This is an optimization exercise on Yosys and OpenROAD, whose aim is small area and a short achievable clock period, not a production implementation. RTL that was checked went through simulation tests only; none was proved equivalent to the original. No activity file was given, so power comes from the tool's default toggle rates.

==> inputs of job 2512 <==
==> flow/design.v <==
package video_pkg;
    localparam int COORD_W = 13;               
    localparam int PCNT_W  = 6;                
    localparam int ADDR_W  = 32;
    localparam int DATA_W  = 32;
    localparam logic [ADDR_W-1:0] REG_CTRL    = 32'h0000_0000;
    localparam logic [ADDR_W-1:0] REG_H1      = 32'h0000_0028;
    localparam logic [ADDR_W-1:0] REG_H2      = 32'h0000_0030;
    localparam logic [ADDR_W-1:0] REG_V1      = 32'h0000_0038;
    localparam logic [ADDR_W-1:0] REG_V2      = 32'h0000_0040;
    localparam logic [ADDR_W-1:0] REG_BASE    = 32'h0000_0048;
    localparam logic [ADDR_W-1:0] REG_LINEINC = 32'h0000_0050;
    localparam int CTRL_EN_BIT  = 3;           
    localparam int CTRL_PCNT_LO = 4;           
    localparam int FIFO_DEPTH  = 16;
    localparam int FIFO_AW     = $clog2(FIFO_DEPTH);
    localparam int FREE_W      = $clog2(FIFO_DEPTH + 1);
    localparam int MEM_CREDITS = 4;
    localparam int CRED_W      = $clog2(MEM_CREDITS + 1);
    typedef struct packed {
        logic [7:0] r;                         
        logic [7:0] g;                         
        logic [7:0] b;                         
    } rgb_t;
    typedef struct packed {
        logic              en;
        logic [PCNT_W-1:0] pcnt;               
    } ctrl_cfg_t;
    typedef struct packed {
        logic [COORD_W-1:0] size;              
        logic [COORD_W-1:0] sync_start;
        logic [COORD_W-1:0] sync_end;          
        logic [COORD_W-1:0] total;
    } axis_cfg_t;
    typedef struct packed {
        logic [ADDR_W-1:0] base_address;
        logic [ADDR_W-1:0] lineinc;            
    } fetch_cfg_t;
    typedef struct packed {
        logic hsync;
        logic hblank;
        logic vsync;
        logic vblank;
    } sync_t;
    localparam sync_t SYNC_IDLE = 4'b0101;   
endpackage
import video_pkg::*;
module video_regs (
    input  logic                           clk,
    input  logic                           reset_n,
    input  logic                           reg_wr,
    input  logic [video_pkg::ADDR_W-1:0]   reg_addr,
    input  logic [video_pkg::DATA_W-1:0]   reg_wdata,
    output video_pkg::ctrl_cfg_t           ctrl_cfg,
    output video_pkg::axis_cfg_t           h_cfg,      
    output video_pkg::axis_cfg_t           v_cfg,      
    output video_pkg::fetch_cfg_t          fetch_cfg
);
    logic [COORD_W-1:0] lo_field;
    logic [COORD_W-1:0] lo_m1;
    logic [COORD_W-1:0] hi_field;
    assign lo_field = reg_wdata[COORD_W-1:0];
    assign hi_field = reg_wdata[2*COORD_W-1:COORD_W];
    assign lo_m1    = lo_field - 1'b1;             
    always_ff @(posedge clk or negedge reset_n) begin
        if (!reset_n) begin
            h_cfg.total <= '1;
            v_cfg.total <= '1;
        end else if (reg_wr) begin
            if (reg_addr == REG_H1) h_cfg.total <= lo_m1;
            if (reg_addr == REG_V1) v_cfg.total <= lo_m1;
        end
    end
    always_ff @(posedge clk or negedge reset_n) begin
        if (!reset_n) begin
            ctrl_cfg             <= '0;
            h_cfg.size           <= '0;
            h_cfg.sync_start     <= '0;
            h_cfg.sync_end       <= '0;
            v_cfg.size           <= '0;
            v_cfg.sync_start     <= '0;
            v_cfg.sync_end       <= '0;
            fetch_cfg            <= '0;
        end else if (reg_wr) begin
            case (reg_addr)
                REG_CTRL: begin
                    ctrl_cfg.en   <= reg_wdata[CTRL_EN_BIT];
                    ctrl_cfg.pcnt <= reg_wdata[CTRL_PCNT_LO +: PCNT_W];
                end
                REG_H1: begin
                    h_cfg.size  <= hi_field;
                end
                REG_H2: begin
                    h_cfg.sync_end   <= lo_field;
                    h_cfg.sync_start <= hi_field;
                end
                REG_V1: begin
                    v_cfg.size  <= hi_field;
                end
                REG_V2: begin
                    v_cfg.sync_end   <= lo_field;
                    v_cfg.sync_start <= hi_field;
                end
                REG_BASE: begin
                    fetch_cfg.base_address <= reg_wdata;
                end
                REG_LINEINC: begin
                    fetch_cfg.lineinc <= reg_wdata;
                end
                default: begin
                end                                  
            endcase
        end
    end
endmodule
import video_pkg::*;
module video_timing (
    input  logic                           clk,
    input  logic                           reset_n,
    input  video_pkg::ctrl_cfg_t           ctrl_cfg,
    input  video_pkg::axis_cfg_t           h_cfg,      
    input  video_pkg::axis_cfg_t           v_cfg,      
    output logic                           pix_tick,
    output logic                           active,
    output logic                           fetch_line,
    output logic                           line_step,   
    output logic                           line_wrap,   
    output video_pkg::sync_t               sync
);
    logic [PCNT_W-1:0]  pdiv;                  
    logic [COORD_W-1:0] hcnt;
    logic [COORD_W-1:0] hcnt_new;
    logic [COORD_W-1:0] vcnt;
    logic [COORD_W-1:0] fy;                    
    logic [COORD_W-1:0] fy_new;
    logic               h_last;                
    logic               hb;                    
    logic               heq;                   
    logic               vb;                    
    logic               nld;                   
    logic               fy_last;               
    logic               heq_new;
    logic               en;
    assign en = ctrl_cfg.en;
    assign pix_tick = en && (pdiv >= ctrl_cfg.pcnt);
    assign active = en && !hb && !vb;
    assign fetch_line = pix_tick && heq && nld;
    assign hcnt_new = (!en || h_last) ? '0 : hcnt + 1'b1;
    assign heq_new  = (hcnt_new == h_cfg.size);
    assign line_step = !en || (pix_tick && h_last);
    assign line_wrap = en ? fy_last : (v_cfg.total == '0);
    assign fy_new    = line_wrap ? '0 : (en ? fy + 1'b1 : COORD_W'(1));
    always_ff @(posedge clk) begin
        if (!en || pix_tick) begin
            pdiv <= '0;
        end else begin
            pdiv <= pdiv + 1'b1;
        end
    end
    always_ff @(posedge clk) begin
        if (!en || pix_tick) begin
            hcnt   <= hcnt_new;
            h_last <= (hcnt_new == h_cfg.total);
            heq    <= heq_new;
            hb     <= heq_new || (en && !h_last && hb);
        end
    end
    always_ff @(posedge clk) begin
        if (line_step) begin
            vcnt    <= en ? fy : '0;
            fy      <= fy_new;
            fy_last <= (fy_new == v_cfg.total);
            nld     <= (fy_new < v_cfg.size);
            vb      <= en ? !nld : (v_cfg.size == '0);
        end
    end
    always_ff @(posedge clk or negedge reset_n) begin
        if (!reset_n) begin
            sync <= SYNC_IDLE;
        end else if (!en) begin
            sync <= SYNC_IDLE;
        end else begin
            sync.hblank <= hb;
            sync.hsync  <= (hcnt >= h_cfg.sync_start) && (hcnt < h_cfg.sync_end);
            sync.vblank <= vb;
            sync.vsync  <= (vcnt >= v_cfg.sync_start) && (vcnt < v_cfg.sync_end);
        end
    end
endmodule
import video_pkg::*;
module line_fetch (
    input  logic                           clk,
    input  logic                           reset_n,
    input  video_pkg::fetch_cfg_t          fetch_cfg,
    input  video_pkg::axis_cfg_t           h_cfg,
    input  logic                           en,
    input  logic                           fetch_line,
    input  logic                           line_step,
    input  logic                           line_wrap,
    output logic                           mem_req,
    output logic [video_pkg::ADDR_W-1:0]   mem_addr,
    input  logic                           mem_credit,
    input  logic                           mem_rsp_valid,
    input  logic [video_pkg::DATA_W-1:0]   mem_rsp_data,
    output logic                           fifo_wr,
    output video_pkg::rgb_t                fifo_wdata,
    input  logic                           fifo_pop
);
    logic [COORD_W-1:0] remaining;             
    logic [ADDR_W-1:0]  line_off;              
    logic               first;                 
    logic [CRED_W-1:0]  credits;
    logic [FREE_W-1:0]  free_slots;            
    logic               issue;
    assign issue = !fetch_line && (remaining != '0) && (credits != '0) &&
                   (free_slots != '0);
    always_ff @(posedge clk or negedge reset_n) begin
        if (!reset_n) begin
            mem_req    <= 1'b0;
            remaining  <= '0;
            credits    <= CRED_W'(MEM_CREDITS);
            free_slots <= FREE_W'(FIFO_DEPTH);
        end else begin
            mem_req    <= issue;
            case ({issue, mem_credit})
                2'b10:   credits <= credits - 1'b1;
                2'b01:   credits <= credits + 1'b1;
                default: credits <= credits;
            endcase
            case ({issue, fifo_pop})
                2'b10:   free_slots <= free_slots - 1'b1;
                2'b01:   free_slots <= free_slots + 1'b1;
                default: free_slots <= free_slots;
            endcase
            if (fetch_line) begin
                remaining <= h_cfg.size;
            end else if (issue) begin
                remaining <= remaining - 1'b1;
            end
        end
    end
    always_ff @(posedge clk) begin
        if (line_step) begin
            line_off <= line_wrap ? '0 : (en ? line_off + fetch_cfg.lineinc : fetch_cfg.lineinc);
        end
    end
    always_ff @(posedge clk) begin
        if (fetch_line) begin
            mem_addr <= fetch_cfg.base_address + line_off;
            first    <= 1'b1;
        end else if (issue) begin
            first    <= 1'b0;
            if (!first) begin
                mem_addr <= mem_addr + ADDR_W'(4);
            end
        end
    end
    assign fifo_wr    = mem_rsp_valid;
    assign fifo_wdata = mem_rsp_data[23:0];    
endmodule
import video_pkg::*;
module pixel_fifo (
    input  logic            clk,
    input  logic            reset_n,
    input  logic            wr,
    input  video_pkg::rgb_t wdata,
    input  logic            pop,
    output video_pkg::rgb_t rdata,
    output logic            empty
);
    logic [23:0]      mem [0:FIFO_DEPTH-1];    
    logic [FIFO_AW:0] wr_ptr;                  
    logic [FIFO_AW:0] rd_ptr;
    always_ff @(posedge clk or negedge reset_n) begin
        if (!reset_n) begin
            wr_ptr <= '0;
            rd_ptr <= '0;
        end else begin
            if (wr) begin
                wr_ptr <= wr_ptr + 1'b1;
            end
            if (pop && !empty) begin
                rd_ptr <= rd_ptr + 1'b1;
            end
        end
    end
    always_ff @(posedge clk) begin
        if (wr) begin
            mem[wr_ptr[FIFO_AW-1:0]] <= wdata;
        end
    end
    assign rdata = mem[rd_ptr[FIFO_AW-1:0]];   
    assign empty = (wr_ptr == rd_ptr);
endmodule
module pixel_output (
    input  logic            clk,
    input  logic            reset_n,
    input  logic            pix_tick,
    input  logic            active,
    input  logic            fifo_empty,
    input  video_pkg::rgb_t fifo_rdata,
    output logic            pop,
    output video_pkg::rgb_t rgb
);
    assign pop = pix_tick && active && !fifo_empty;
    always_ff @(posedge clk or negedge reset_n) begin
        if (!reset_n) begin
            rgb <= '0;
        end else if (active && !fifo_empty) begin
            rgb <= fifo_rdata;
        end else begin
            rgb <= '0;                         
        end
    end
endmodule
import video_pkg::*;
module video_ctrl_top (
    input  logic                           clk,
    input  logic                           reset_n,
    input  logic                           reg_wr,
    input  logic [video_pkg::ADDR_W-1:0]   reg_addr,
    input  logic [video_pkg::DATA_W-1:0]   reg_wdata,
    output logic                           mem_req,
    output logic [video_pkg::ADDR_W-1:0]   mem_addr,
    input  logic                           mem_credit,
    input  logic                           mem_rsp_valid,
    input  logic [video_pkg::DATA_W-1:0]   mem_rsp_data,
    output logic [3:0]                     sync,     
    output logic [23:0]                    rgb       
);
    video_pkg::ctrl_cfg_t          ctrl_cfg;
    video_pkg::axis_cfg_t          h_cfg;
    video_pkg::axis_cfg_t          v_cfg;
    video_pkg::fetch_cfg_t         fetch_cfg;
    logic               pix_tick;
    logic               active;
    logic               fetch_line;
    logic               line_step;
    logic               line_wrap;
    logic               fifo_wr;
    video_pkg::rgb_t               fifo_wdata;
    logic               fifo_pop;              
    video_pkg::rgb_t               fifo_rdata;
    logic               fifo_empty;
    video_regs i_video_regs (
        .clk       (clk),
        .reset_n   (reset_n),
        .reg_wr    (reg_wr),
        .reg_addr  (reg_addr),
        .reg_wdata (reg_wdata),
        .ctrl_cfg  (ctrl_cfg),
        .h_cfg     (h_cfg),
        .v_cfg     (v_cfg),
        .fetch_cfg (fetch_cfg)
    );
    video_timing i_video_timing (
        .clk        (clk),
        .reset_n    (reset_n),
        .ctrl_cfg   (ctrl_cfg),
        .h_cfg      (h_cfg),
        .v_cfg      (v_cfg),
        .pix_tick   (pix_tick),
        .active     (active),
        .fetch_line (fetch_line),
        .line_step  (line_step),
        .line_wrap  (line_wrap),
        .sync       (sync)
    );
    line_fetch i_line_fetch (
        .clk           (clk),
        .reset_n       (reset_n),
        .fetch_cfg     (fetch_cfg),
        .h_cfg         (h_cfg),
        .en            (ctrl_cfg.en),
        .fetch_line    (fetch_line),
        .line_step     (line_step),
        .line_wrap     (line_wrap),
        .mem_req       (mem_req),
        .mem_addr      (mem_addr),
        .mem_credit    (mem_credit),
        .mem_rsp_valid (mem_rsp_valid),
        .mem_rsp_data  (mem_rsp_data),
        .fifo_wr       (fifo_wr),
        .fifo_wdata    (fifo_wdata),
        .fifo_pop      (fifo_pop)
    );
    pixel_fifo i_pixel_fifo (
        .clk     (clk),
        .reset_n (reset_n),
        .wr      (fifo_wr),
        .wdata   (fifo_wdata),
        .pop     (fifo_pop),
        .rdata   (fifo_rdata),
        .empty   (fifo_empty)
    );
    pixel_output i_pixel_output (
        .clk        (clk),
        .reset_n    (reset_n),
        .pix_tick   (pix_tick),
        .active     (active),
        .fifo_empty (fifo_empty),
        .fifo_rdata (fifo_rdata),
        .pop        (fifo_pop),
        .rgb        (rgb)
    );
endmodule
==> flow/flow/run.sh <==
#!/bin/bash
# Standard ORFS layout with fast port buffers and no CTS dummy loads.
set -euo pipefail
bash standard.sh \
  "BUFFER_PORTS_ARGS=-buffer_cell sky130_fd_sc_hd__buf_2" \
  "CTS_ARGS=-sink_clustering_enable -repair_clock_nets -dont_use_dummy_load -buf_list sky130_fd_sc_hd__clkbuf_4" \
  finish > standard.log 2>&1
==> flow/standard.sh <==
#!/bin/bash
# synth_recipe.tcl (not shown) runs the flow's synth.tcl, then flattens the netlist and writes it again
# the make line also repeats each setting of config.mk as NAME=value (left out here)
make -C /OpenROAD-flow-scripts/flow DESIGN_CONFIG=/design/flow/config.mk WORK_HOME=/design/flow/orfs CLKGATE_MAP_FILE= SYNTH_SCRIPT=/design/flow/synth_recipe.tcl "${@:-finish}"
==> flow/config.mk <==
export PLATFORM = sky130hd
export DESIGN_NAME = video_ctrl_top
export DESIGN_NICKNAME = video_ctrl_top
export VERILOG_FILES = /design/flow/design.v
export SDC_FILE = /design/flow/constraint.sdc
export NUM_CORES = 4
export LEC_CHECK = 0
export CAP_MARGIN = 20
export CORE_MARGIN = 2
export CORE_UTILIZATION = 40
export SETUP_SLACK_MARGIN = 5
export SLEW_MARGIN = 20
==> flow/constraint.sdc <==
create_clock -name core_clock -period 9.0 [get_ports {clk}]
set_input_delay 1.8000 -clock core_clock [delete_from_list [all_inputs] [get_ports {clk}]]
set_output_delay 1.8000 -clock core_clock [all_outputs]
set_load 0.01 [all_outputs]
==> job 7153: changes against job 2512 <==
--- a/flow/design.v
+++ b/flow/design.v
@@ -132,24 +132,26 @@
     logic [COORD_W-1:0] hcnt_new;
     logic [COORD_W-1:0] vcnt;
     logic [COORD_W-1:0] fy;                    
+    logic [COORD_W-1:0] vsrc;
     logic [COORD_W-1:0] fy_new;
-    logic               h_last;                
+    logic               h_last;
     logic               hb;                    
     logic               heq;                   
     logic               vb;                    
     logic               nld;                   
-    logic               fy_last;               
     logic               heq_new;
     logic               en;
     assign en = ctrl_cfg.en;
     assign pix_tick = en && (pdiv >= ctrl_cfg.pcnt);
+    assign h_last   = (hcnt == h_cfg.total);
     assign active = en && !hb && !vb;
     assign fetch_line = pix_tick && heq && nld;
     assign hcnt_new = (!en || h_last) ? '0 : hcnt + 1'b1;
     assign heq_new  = (hcnt_new == h_cfg.size);
     assign line_step = !en || (pix_tick && h_last);
-    assign line_wrap = en ? fy_last : (v_cfg.total == '0);
-    assign fy_new    = line_wrap ? '0 : (en ? fy + 1'b1 : COORD_W'(1));
+    assign vsrc      = en ? fy : '0;
+    assign line_wrap = (vsrc == v_cfg.total);
+    assign fy_new    = line_wrap ? '0 : vsrc + 1'b1;
     always_ff @(posedge clk) begin
         if (!en || pix_tick) begin
             pdiv <= '0;
@@ -159,19 +161,17 @@
     end
     always_ff @(posedge clk) begin
         if (!en || pix_tick) begin
-            hcnt   <= hcnt_new;
-            h_last <= (hcnt_new == h_cfg.total);
-            heq    <= heq_new;
-            hb     <= heq_new || (en && !h_last && hb);
+            hcnt <= hcnt_new;
+            heq  <= heq_new;
+            hb   <= heq_new || (en && !h_last && hb);
         end
     end
     always_ff @(posedge clk) begin
         if (line_step) begin
-            vcnt    <= en ? fy : '0;
-            fy      <= fy_new;
-            fy_last <= (fy_new == v_cfg.total);
-            nld     <= (fy_new < v_cfg.size);
-            vb      <= en ? !nld : (v_cfg.size == '0);
+            vcnt <= vsrc;
+            fy   <= fy_new;
+            nld  <= (fy_new < v_cfg.size);
+            vb   <= en ? !nld : (v_cfg.size == '0);
         end
     end
     always_ff @(posedge clk or negedge reset_n) begin
@@ -222,16 +222,8 @@
             free_slots <= FREE_W'(FIFO_DEPTH);
         end else begin
             mem_req    <= issue;
-            case ({issue, mem_credit})
-                2'b10:   credits <= credits - 1'b1;
-                2'b01:   credits <= credits + 1'b1;
-                default: credits <= credits;
-            endcase
-            case ({issue, fifo_pop})
-                2'b10:   free_slots <= free_slots - 1'b1;
-                2'b01:   free_slots <= free_slots + 1'b1;
-                default: free_slots <= free_slots;
-            endcase
+            credits    <= credits - CRED_W'(issue) + CRED_W'(mem_credit);
+            free_slots <= free_slots - FREE_W'(issue) + FREE_W'(fifo_pop);
             if (fetch_line) begin
                 remaining <= h_cfg.size;
             end else if (issue) begin
@@ -241,7 +233,7 @@
     end
     always_ff @(posedge clk) begin
         if (line_step) begin
-            line_off <= line_wrap ? '0 : (en ? line_off + fetch_cfg.lineinc : fetch_cfg.lineinc);
+            line_off <= line_wrap ? '0 : (en ? line_off : '0) + fetch_cfg.lineinc;
         end
     end
     always_ff @(posedge clk) begin
==> flow/run.sh (new file) <==
#!/bin/bash
# synth_recipe.tcl (not shown) runs the flow's synth.tcl, then flattens the netlist and writes it again
# the make line also repeats each setting of config.mk as NAME=value (left out here)
make -C /OpenROAD-flow-scripts/flow DESIGN_CONFIG=/design/flow/config.mk WORK_HOME=/design/flow/orfs CLKGATE_MAP_FILE= SYNTH_SCRIPT=/design/flow/synth_recipe.tcl finish
--- a/flow/config.mk
+++ b/flow/config.mk
@@ -5,6 +5,7 @@
 export SDC_FILE = /design/flow/constraint.sdc
 export NUM_CORES = 4
 export LEC_CHECK = 0
+export ABC_CLOCK_PERIOD_IN_PS = 3000
 export CAP_MARGIN = 20
 export CORE_MARGIN = 2
 export CORE_UTILIZATION = 40
removed: flow/flow/run.sh
removed: flow/standard.sh
==> job 6596: changes against job 2512 <==
--- a/flow/design.v
+++ b/flow/design.v
@@ -56,60 +56,54 @@
     output video_pkg::axis_cfg_t           v_cfg,      
     output video_pkg::fetch_cfg_t          fetch_cfg
 );
+    logic [DATA_W-1:0]  wdata;
     logic [COORD_W-1:0] lo_field;
     logic [COORD_W-1:0] lo_m1;
     logic [COORD_W-1:0] hi_field;
-    assign lo_field = reg_wdata[COORD_W-1:0];
-    assign hi_field = reg_wdata[2*COORD_W-1:COORD_W];
-    assign lo_m1    = lo_field - 1'b1;             
+    logic               wr_ctrl, wr_h1, wr_h2, wr_v1, wr_v2, wr_base, wr_lineinc;
+    assign wdata    = reset_n ? reg_wdata : '0;
+    assign lo_field = wdata[COORD_W-1:0];
+    assign hi_field = wdata[2*COORD_W-1:COORD_W];
+    assign lo_m1    = reg_wdata[COORD_W-1:0] - 1'b1;
+    assign wr_ctrl    = !reset_n || (reg_wr && reg_addr == REG_CTRL);
+    assign wr_h1      = !reset_n || (reg_wr && reg_addr == REG_H1);
+    assign wr_h2      = !reset_n || (reg_wr && reg_addr == REG_H2);
+    assign wr_v1      = !reset_n || (reg_wr && reg_addr == REG_V1);
+    assign wr_v2      = !reset_n || (reg_wr && reg_addr == REG_V2);
+    assign wr_base    = !reset_n || (reg_wr && reg_addr == REG_BASE);
+    assign wr_lineinc = !reset_n || (reg_wr && reg_addr == REG_LINEINC);
     always_ff @(posedge clk or negedge reset_n) begin
         if (!reset_n) begin
-            h_cfg.total <= '1;
-            v_cfg.total <= '1;
-        end else if (reg_wr) begin
-            if (reg_addr == REG_H1) h_cfg.total <= lo_m1;
-            if (reg_addr == REG_V1) v_cfg.total <= lo_m1;
+            ctrl_cfg.en <= 1'b0;
+        end else if (reg_wr && reg_addr == REG_CTRL) begin
+            ctrl_cfg.en <= reg_wdata[CTRL_EN_BIT];
         end
     end
-    always_ff @(posedge clk or negedge reset_n) begin
-        if (!reset_n) begin
-            ctrl_cfg             <= '0;
-            h_cfg.size           <= '0;
-            h_cfg.sync_start     <= '0;
-            h_cfg.sync_end       <= '0;
-            v_cfg.size           <= '0;
-            v_cfg.sync_start     <= '0;
-            v_cfg.sync_end       <= '0;
-            fetch_cfg            <= '0;
-        end else if (reg_wr) begin
-            case (reg_addr)
-                REG_CTRL: begin
-                    ctrl_cfg.en   <= reg_wdata[CTRL_EN_BIT];
-                    ctrl_cfg.pcnt <= reg_wdata[CTRL_PCNT_LO +: PCNT_W];
-                end
-                REG_H1: begin
-                    h_cfg.size  <= hi_field;
-                end
-                REG_H2: begin
-                    h_cfg.sync_end   <= lo_field;
-                    h_cfg.sync_start <= hi_field;
-                end
-                REG_V1: begin
-                    v_cfg.size  <= hi_field;
-                end
-                REG_V2: begin
-                    v_cfg.sync_end   <= lo_field;
-                    v_cfg.sync_start <= hi_field;
-                end
-                REG_BASE: begin
-                    fetch_cfg.base_address <= reg_wdata;
-                end
-                REG_LINEINC: begin
-                    fetch_cfg.lineinc <= reg_wdata;
-                end
-                default: begin
-                end                                  
-            endcase
+    always_ff @(posedge clk) begin
+        if (wr_ctrl) begin
+            ctrl_cfg.pcnt <= wdata[CTRL_PCNT_LO +: PCNT_W];
+        end
+        if (wr_h1) begin
+            h_cfg.total <= reset_n ? lo_m1 : '1;
+            h_cfg.size  <= hi_field;
+        end
+        if (wr_h2) begin
+            h_cfg.sync_end   <= lo_field;
+            h_cfg.sync_start <= hi_field;
+        end
+        if (wr_v1) begin
+            v_cfg.total <= reset_n ? lo_m1 : '1;
+            v_cfg.size  <= hi_field;
+        end
+        if (wr_v2) begin
+            v_cfg.sync_end   <= lo_field;
+            v_cfg.sync_start <= hi_field;
+        end
+        if (wr_base) begin
+            fetch_cfg.base_address <= wdata;
+        end
+        if (wr_lineinc) begin
+            fetch_cfg.lineinc <= wdata;
         end
     end
 endmodule
@@ -212,6 +206,18 @@
     logic [CRED_W-1:0]  credits;
     logic [FREE_W-1:0]  free_slots;            
     logic               issue;
+    logic [CRED_W-1:0]  cred_inc, cred_dec;
+    logic [FREE_W-1:0]  free_inc, free_dec;
+    always_comb begin
+        for (int i = 0; i < CRED_W; i++) begin
+            cred_inc[i] = credits[i] ^ ((i == 0) ? 1'b1 : &(credits | ~CRED_W'((1 << i) - 1)));
+            cred_dec[i] = credits[i] ^ ((i == 0) ? 1'b1 : ~|(credits & CRED_W'((1 << i) - 1)));
+        end
+        for (int i = 0; i < FREE_W; i++) begin
+            free_inc[i] = free_slots[i] ^ ((i == 0) ? 1'b1 : &(free_slots | ~FREE_W'((1 << i) - 1)));
+            free_dec[i] = free_slots[i] ^ ((i == 0) ? 1'b1 : ~|(free_slots & FREE_W'((1 << i) - 1)));
+        end
+    end
     assign issue = !fetch_line && (remaining != '0) && (credits != '0) &&
                    (free_slots != '0);
     always_ff @(posedge clk or negedge reset_n) begin
@@ -222,16 +228,16 @@
             free_slots <= FREE_W'(FIFO_DEPTH);
         end else begin
             mem_req    <= issue;
-            case ({issue, mem_credit})
-                2'b10:   credits <= credits - 1'b1;
-                2'b01:   credits <= credits + 1'b1;
-                default: credits <= credits;
-            endcase
-            case ({issue, fifo_pop})
-                2'b10:   free_slots <= free_slots - 1'b1;
-                2'b01:   free_slots <= free_slots + 1'b1;
-                default: free_slots <= free_slots;
-            endcase
+            if (issue && !mem_credit) begin
+                credits <= cred_dec;
+            end else if (!issue && mem_credit) begin
+                credits <= cred_inc;
+            end
+            if (issue && !fifo_pop) begin
+                free_slots <= free_dec;
+            end else if (!issue && fifo_pop) begin
+                free_slots <= free_inc;
+            end
             if (fetch_line) begin
                 remaining <= h_cfg.size;
             end else if (issue) begin
==> flow/flow/run.sh (replaced) <==
#!/bin/bash
# Standard ORFS layout with fast port buffers and no CTS dummy loads.
set -euo pipefail
bash standard.sh \
  "BUFFER_PORTS_ARGS=-buffer_cell sky130_fd_sc_hd__buf_2" \
  "CTS_ARGS=-sink_clustering_enable -repair_clock_nets -dont_use_dummy_load" \
  "SETUP_SLACK_MARGIN=6" \
  finish > standard.log 2>&1
==> job 2139: changes against job 2512 <==
==> flow/flow/run.sh (replaced) <==
#!/bin/bash
# Standard ORFS layout with fast port buffers and no CTS dummy loads.
set -euo pipefail
bash standard.sh \
  "BUFFER_PORTS_ARGS=-buffer_cell sky130_fd_sc_hd__buf_2" \
  "CTS_ARGS=-sink_clustering_enable -repair_clock_nets -dont_use_dummy_load" \
  finish > standard.log 2>&1
==> summary of the runs <==
Between job 2139 and job 6596, the lower via count is in job 6596 (gap 6.4%, measured against job 6596).
Against job 6596, the fmax of job 2139 is lower by 14%.
Of job 2139 and job 7153, job 7153 has the higher clock power (gap about 15%, measured against job 7153).
Against job 2512, the worst setup slack of job 2139 is higher by 0.080 ns.
Against job 2512, the cell count of job 2139 is smaller by about 3%.
The highest global-route usage belongs to job 2512, the lowest to job 2139.
The RTL of job 2512, job 6596 and job 2139 was laid out without a check of its function.

## separate check: timing with driven ports
The results above use ideal ports. As a check the final layouts listed here were re-extracted and re-timed, cells and wires unchanged.
Step 1 sets driving cells, clkbuf_16 on the clock port and buf_2 on the other inputs (assumed; they add their load-dependent delay and slew).
Step 2 also shifts input and output timing later by t, the mid clock arrival at the registers, as if the neighbouring blocks saw the same clock.
Three values: ideal ports, drivers, drivers and shift; two values: the first two.
run | t (ns) | slack for setup (ns) | worst register clock-pin slew, ns | worst slew at a driven data input, ns
job 2512 | 1.131 | 5.167 / 5.167 / 4.589 | 0.07 / 0.07 | 0.08
job 7153 | 0.696 | 5.196 / 5.196 / 4.567 | 0.06 / 0.06 | 0.18
job 6596 | 0.665 | 5.763 / 5.783 / 5.118 | 0.06 / 0.06 | 0.11
job 2139 | 0.668 | 5.247 / 5.267 / 4.623 | 0.06 / 0.06 | 0.08
After both steps every run listed still meets setup and hold. For job 6596, which loses most, drivers alone change the setup slack by +0.020 ns; drivers and shift together by -0.645 ns.
